Context: an optimization exercise on an open-source flow, tuned for small area. The choices shown serve that exercise and are no tape-out recipe. Function was checked by simulation only, so behaviour that the tests miss may differ from the original.

// turbo_decoder_top
module turbo_decoder_top #(
    parameter int MAX_ITER = 16
) (
    input  wire          clk_p_i,
    input  wire          reset_n_i,
    input  wire          start_i,
    input  wire [20:0]   data_i,
    input  wire          siso_done_i,
    input  wire [69:0]   siso_llr_i,
    output wire          siso_start_o,
    output wire [125:0]  siso_req_o,
    output wire          done_o,
    output wire [4:0]    data_o
);
Size in the first run: roughly 890 cells after synthesis, roughly 230 I/O pins, about 9900 µm² of cells after synthesis.
==> module extrinsic_unit, before the edit <==
module extrinsic_unit (
    input  wire [9:0] llr_i,
    input  wire [9:0] apri_n_i,
    input  wire [3:0] sys_i,
    output wire [9:0] ext_o
);
    wire [10:0] a = {llr_i[9], llr_i};
    wire [10:0] b = {apri_n_i[9], apri_n_i};
    wire [11:0] c;
    wire [10:0] d;
    assign c[0] = 1'b1;
    for (genvar i = 0; i < 11; i++) begin : g_sub1
        assign d[i]   = a[i] ^ b[i] ^ c[i];
        assign c[i+1] = (a[i] & b[i]) | (a[i] & c[i]) | (b[i] & c[i]);
    end
    wire       ov1 = d[10] ^ d[9];
    wire [9:0] x   = ov1 ? {d[10], {9{~d[10]}}} : d[9:0];
    wire [9:0]  p = {x[9], x[9:1]};
    wire [9:0]  q = ~{{6{sys_i[3]}}, sys_i};
    wire [10:0] e;
    wire [9:0]  h;
    assign e[0] = 1'b1;
    for (genvar i = 0; i < 10; i++) begin : g_sub2
        assign h[i]   = p[i] ^ q[i] ^ e[i];
        assign e[i+1] = (p[i] & q[i]) | (p[i] & e[i]) | (q[i] & e[i]);
    end
    assign ext_o = (h[9] != h[8]) ? {h[9], {9{~h[9]}}} : {h[8:0], x[0]};
endmodule
==> flow/config.mk <==
export PLATFORM = sky130hd
export DESIGN_NAME = turbo_decoder_top
export DESIGN_NICKNAME = turbo_decoder_top
export VERILOG_FILES = /design/flow/design.v
export SDC_FILE = /design/flow/constraint.sdc
export NUM_CORES = 4
export LEC_CHECK = 0
export ABC_AREA = 1
export CAP_MARGIN = 0
export CORE_MARGIN = 2
export CORE_UTILIZATION = 75
export PLACE_DENSITY = 0.85
export SLEW_MARGIN = 0
==> flow/constraint.sdc <==
create_clock -name core_clock -period 12.0 [get_ports {clk_p_i}]
set_input_delay 2.4000 -clock core_clock [delete_from_list [all_inputs] [get_ports {clk_p_i}]]
set_output_delay 2.4000 -clock core_clock [all_outputs]
set_load 0.01 [all_outputs]
standard.sh (not shown) runs the stock make flow with config.mk's settings and CLKGATE_MAP_FILE= SYNTH_SCRIPT=/design/flow/synth_recipe.tcl, a recipe that flattens the netlist after the stock synthesis.
==> flow/flow/run.sh <==
#!/bin/bash
# The standard layout (standard.sh) with these changes:
#  - synthesis maps with an area-oriented ABC script (flow/abc_area.script)
#  - port buffers use the smallest buffer cell
#  - the constant outputs share one tie cell
#  - floorplan removes synthesis buffers instead of repairing timing before
#    placement (timing is repaired after placement, CTS and global routing)
#  - clock tree: clkbuf_8 only, clusters of up to 16 sinks, no dummy loads
set -e
rm -rf scripts_mod
cp -r "$FLOW_HOME/scripts" scripts_mod
cp flow/abc_area.script scripts_mod/abc_area.script
export SCRIPTS_DIR="$PWD/scripts_mod"
export BUFFER_PORTS_ARGS="-buffer_cell sky130_fd_sc_hd__buf_1"
export SKIP_REPAIR_TIE_FANOUT=1
export REMOVE_ABC_BUFFERS=1
export CTS_ARGS="-sink_clustering_enable -repair_clock_nets -dont_use_dummy_load -buf_list sky130_fd_sc_hd__clkbuf_8 -sink_clustering_size 16 -sink_clustering_max_diameter 80"
bash standard.sh > standard_run.log 2>&1
==> flow/flow/abc_area.script <==
strash
dc2
dch -f
amap -m
strash
dc2
dch -f
amap -m
strash
dc2
dch -f
amap -m
topo
==> next run, changes <==
--- a/flow/design.v
+++ b/flow/design.v
@@ -92,21 +92,22 @@
     for (genvar i = 0; i < 11; i++) begin : g_sub1
         assign d[i]   = a[i] ^ b[i] ^ c[i];
         assign c[i+1] = (a[i] & b[i]) | (a[i] & c[i]) | (b[i] & c[i]);
     end
     wire       ov1 = d[10] ^ d[9];
-    wire [9:0] x   = ov1 ? {d[10], {9{~d[10]}}} : d[9:0];
-    wire [9:0]  p = {x[9], x[9:1]};
-    wire [9:0]  q = ~{{6{sys_i[3]}}, sys_i};
+    wire [9:0] xn  = {~d[10], ov1 ? {9{d[10]}} : ~d[8:0]};
+    wire [9:0]  p = {xn[9], xn[9:1]};
+    wire [9:0]  q = {{6{sys_i[3]}}, sys_i};
     wire [10:0] e;
-    wire [9:0]  h;
-    assign e[0] = 1'b1;
-    for (genvar i = 0; i < 10; i++) begin : g_sub2
-        assign h[i]   = p[i] ^ q[i] ^ e[i];
+    wire [9:0]  t;
+    assign e[0] = 1'b0;
+    for (genvar i = 0; i < 10; i++) begin : g_add2
+        assign t[i]   = p[i] ^ q[i] ^ e[i];
         assign e[i+1] = (p[i] & q[i]) | (p[i] & e[i]) | (q[i] & e[i]);
     end
-    assign ext_o = (h[9] != h[8]) ? {h[9], {9{~h[9]}}} : {h[8:0], x[0]};
+    wire ov2 = t[9] ^ t[8];
+    assign ext_o = ov2 ? {~t[9], {9{t[9]}}} : ~{t[8:0], xn[0]};
 endmodule
 `default_nettype wire
 `default_nettype none
 `timescale 1ns/10ps
 module turbo_iter_ctrl #(
The changed run completed with no timing, DRC or antenna violations.
Setup slack gets worse by 3.0 ps.
Fmax barely changes.
Synthesized area rose by 0.47%.
Via count rises by about 0.57%.
Clock-buffer cell count does not change.
Wire length went down by about 4.5%.
Design area goes down by about 0.6%.
Utilization drops by 2.9 points.
Critical path depth increases by 2.
Cell count is higher by 1.5%.
Synthesized cell count climbs by about 3.3%.

========
== JK ==
turbo_decoder_top, a different RTL version from the one above (not shown whole).
For scale: roughly 920 cells after synthesis, roughly 220 flip-flops, ~230 I/O pins, about 10,000 sq um of cells after synthesis.
==> module soft_input_loader, before the edit <==
module soft_input_loader (
    input  wire          clk_p_i,
    input  wire          reset_n_i,
    input  wire          start_i,
    input  wire [20:0]   data_i,
    output wire          early_o,
    output wire          block_ready_o,
    output logic [19:0]  sys04_o,
    output logic [7:0]   sys56_o,
    output logic [27:0]  par1_o,
    output logic [27:0]  par2_o
);
    logic [2:0]  cnt;
    always_ff @(posedge clk_p_i or negedge reset_n_i) begin
        if (!reset_n_i) begin
            cnt <= 3'd0;
        end else begin
            case (cnt)
                3'd0, 3'd5: cnt <= start_i ? 3'd1 : 3'd0;
                3'd1:       cnt <= 3'd2;
                3'd2:       cnt <= 3'd3;
                3'd3:       cnt <= 3'd4;
                3'd4:       cnt <= 3'd5;
                default:    cnt <= 3'd0;
            endcase
        end
    end
    assign early_o       = (cnt == 3'd3);
    assign block_ready_o = (cnt == 3'd5);
    wire   park          = (cnt == 3'd3) | (cnt == 3'd4);
    wire [8:0] a_in = {data_i[20:19], data_i[6:0]};
    wire [2:0] b_in = data_i[18:16];
    wire [8:0] e_in = {data_i[15:14], data_i[13:7]};
    logic [8:0]  a0, a1, a2;
    logic [2:0]  b0, b1, b2, b3, b4;
    logic [8:0]  e0, e1, e2;
    always_ff @(posedge clk_p_i) begin
        a0 <= a_in;
        a1 <= a0;
        a2 <= a1;
        b0 <= b_in;
        b1 <= b0;
        b2 <= b1;
        b3 <= b2;
        b4 <= b3;
        e0 <= park ? a2 : e_in;
        e1 <= e0;
        e2 <= e1;
    end
    wire [8:0] ap3 = a1, ap2 = a2, ap1 = e0, ap0 = e1;
    wire [2:0] bp3 = b1, bp2 = b2, bp1 = b3, bp0 = b4;
    wire [8:0] ep3 = e_in, ep2 = e0, ep1 = e1, ep0 = e2;
    always_comb begin
        for (int p = 0; p < 2; p++) begin
            sys04_o[(4-p)*4 +: 4] = {ap3[8-p], ap2[8-p], ap1[8-p], ap0[8-p]};
            sys56_o[(1-p)*4 +: 4] = {ep3[8-p], ep2[8-p], ep1[8-p], ep0[8-p]};
        end
        for (int p = 2; p < 5; p++)
            sys04_o[(4-p)*4 +: 4] = {bp3[4-p], bp2[4-p], bp1[4-p], bp0[4-p]};
        for (int p = 0; p < 7; p++) begin
            par2_o[(6-p)*4 +: 4] = {ap3[6-p], ap2[6-p], ap1[6-p], ap0[6-p]};
            par1_o[(6-p)*4 +: 4] = {ep3[6-p], ep2[6-p], ep1[6-p], ep0[6-p]};
        end
    end
endmodule
clock: 12.0 ns
lec_check: 0
abc_area: 1
cap_margin: 0
core_margin: 2
core_utilization: 75
place_density: 0.85
slew_margin: 0
Scripts as last shown in full above: flow/flow/run.sh, flow/flow/abc_area.script
The inputs of MS differ from those of JK as listed below.
==> flow/design.v, changed modules only <==
module soft_input_loader (
    input  wire          clk_p_i,
    input  wire          reset_n_i,
    input  wire          start_i,
    input  wire [20:0]   data_i,
    output wire          early_o,
    output wire          block_ready_o,
    output logic [19:0]  sys04_o,
    output logic [7:0]   sys56_o,
    output logic [27:0]  par1_o,
    output logic [27:0]  par2_o
);
    logic [2:0]  cnt;
    always_ff @(posedge clk_p_i or negedge reset_n_i) begin
        if (!reset_n_i) begin
            cnt <= 3'd0;
        end else begin
            case (cnt)
                3'd0, 3'd5: cnt <= start_i ? 3'd1 : 3'd0;
                3'd1:       cnt <= 3'd2;
                3'd2:       cnt <= 3'd3;
                3'd3:       cnt <= 3'd4;
                3'd4:       cnt <= 3'd5;
                default:    cnt <= 3'd0;
            endcase
        end
    end
    assign early_o       = (cnt == 3'd3);
    assign block_ready_o = (cnt == 3'd5);
    logic [11:0] late_in;
    logic [8:0]  early_in;
    logic [59:0] late_q;
    logic [26:0] early_q;
    assign late_in  = {data_i[20:16], data_i[6:0]};
    assign early_in = {data_i[15:14], data_i[13:7]};
    always_ff @(posedge clk_p_i) begin
        late_q  <= {late_q[47:0], late_in};
        early_q <= {early_q[17:0], early_in};
    end
    always_comb begin
        for (int k = 0; k < 4; k++) begin
            for (int p = 0; p < 5; p++)
                sys04_o[(4-p)*4 + k] = late_q[(4-k)*12 + 11-p];
            for (int p = 0; p < 7; p++)
                par2_o[(6-p)*4 + k]  = late_q[(4-k)*12 + 6-p];
        end
        for (int p = 0; p < 2; p++)
            sys56_o[(1-p)*4 + 3] = early_in[8-p];
        for (int p = 0; p < 7; p++)
            par1_o[(6-p)*4 + 3] = early_in[6-p];
        for (int k = 0; k < 3; k++) begin
            for (int p = 0; p < 2; p++)
                sys56_o[(1-p)*4 + k] = early_q[(2-k)*9 + 8-p];
            for (int p = 0; p < 7; p++)
                par1_o[(6-p)*4 + k] = early_q[(2-k)*9 + 6-p];
        end
    end
endmodule
## What came out
Looking at area used by multi-input combinational logic, MS sits 170 sq um below JK. In MS relative to JK, multi-input combinational cell count had gone down slightly. STATUS total non-filler cell area in the finished layout: MS loses against JK. Area of the mapped netlist, JK and MS: smaller value in JK. Area of the die for MS: 2.2% up relative to JK. MS vs JK, routed wire length went up by about 1.2%. Count of clock-buffer cells in the layout | MS above JK. Between JK and MS, the placer congestion estimate is higher for MS. Worst setup slack in MS vs JK: up 28 ps. Sort JK and MS by sequential share of layout area, ascending, and JK comes first.

-- separate check: timing with driven ports --
How much do the figures lean on ideal ports? The routed layouts below were timed once more, with nothing changed but the port constraints.
Step 1 (the two cells are an assumption about what drives the block):
set clk [get_ports {clk_p_i}]
set_driving_cell -lib_cell sky130_fd_sc_hd__clkbuf_16 $clk
set_driving_cell -lib_cell sky130_fd_sc_hd__buf_2 [delete_from_list [all_inputs] $clk]
Step 2, shift: input delay + t, output delay - t, t = (earliest + latest rising clock arrival at the registers) / 2. This alone moves slack from input paths to output paths.
a / b / c = no drivers / after step 1 / after step 2; a / b = the first two.
run	shift t [ns]	slack for setup (ns)	cell pins on the clock port's net
the first run of note 1	0.533	0.346 / 0.362 / -0.171	1
the second run of note 1	0.528	0.343 / 0.357 / -0.171	1
JK	0.524	0.525 / 0.542 / 0.018	1
MS	0.531	0.553 / 0.571 / 0.040	1
With both steps, setup timing fails in the first run of note 1 and the second run of note 1, where it was met with ideal ports. For the first run of note 1, which loses most, drivers alone change the setup slack by +0.016 ns; drivers and shift together by -0.517 ns.
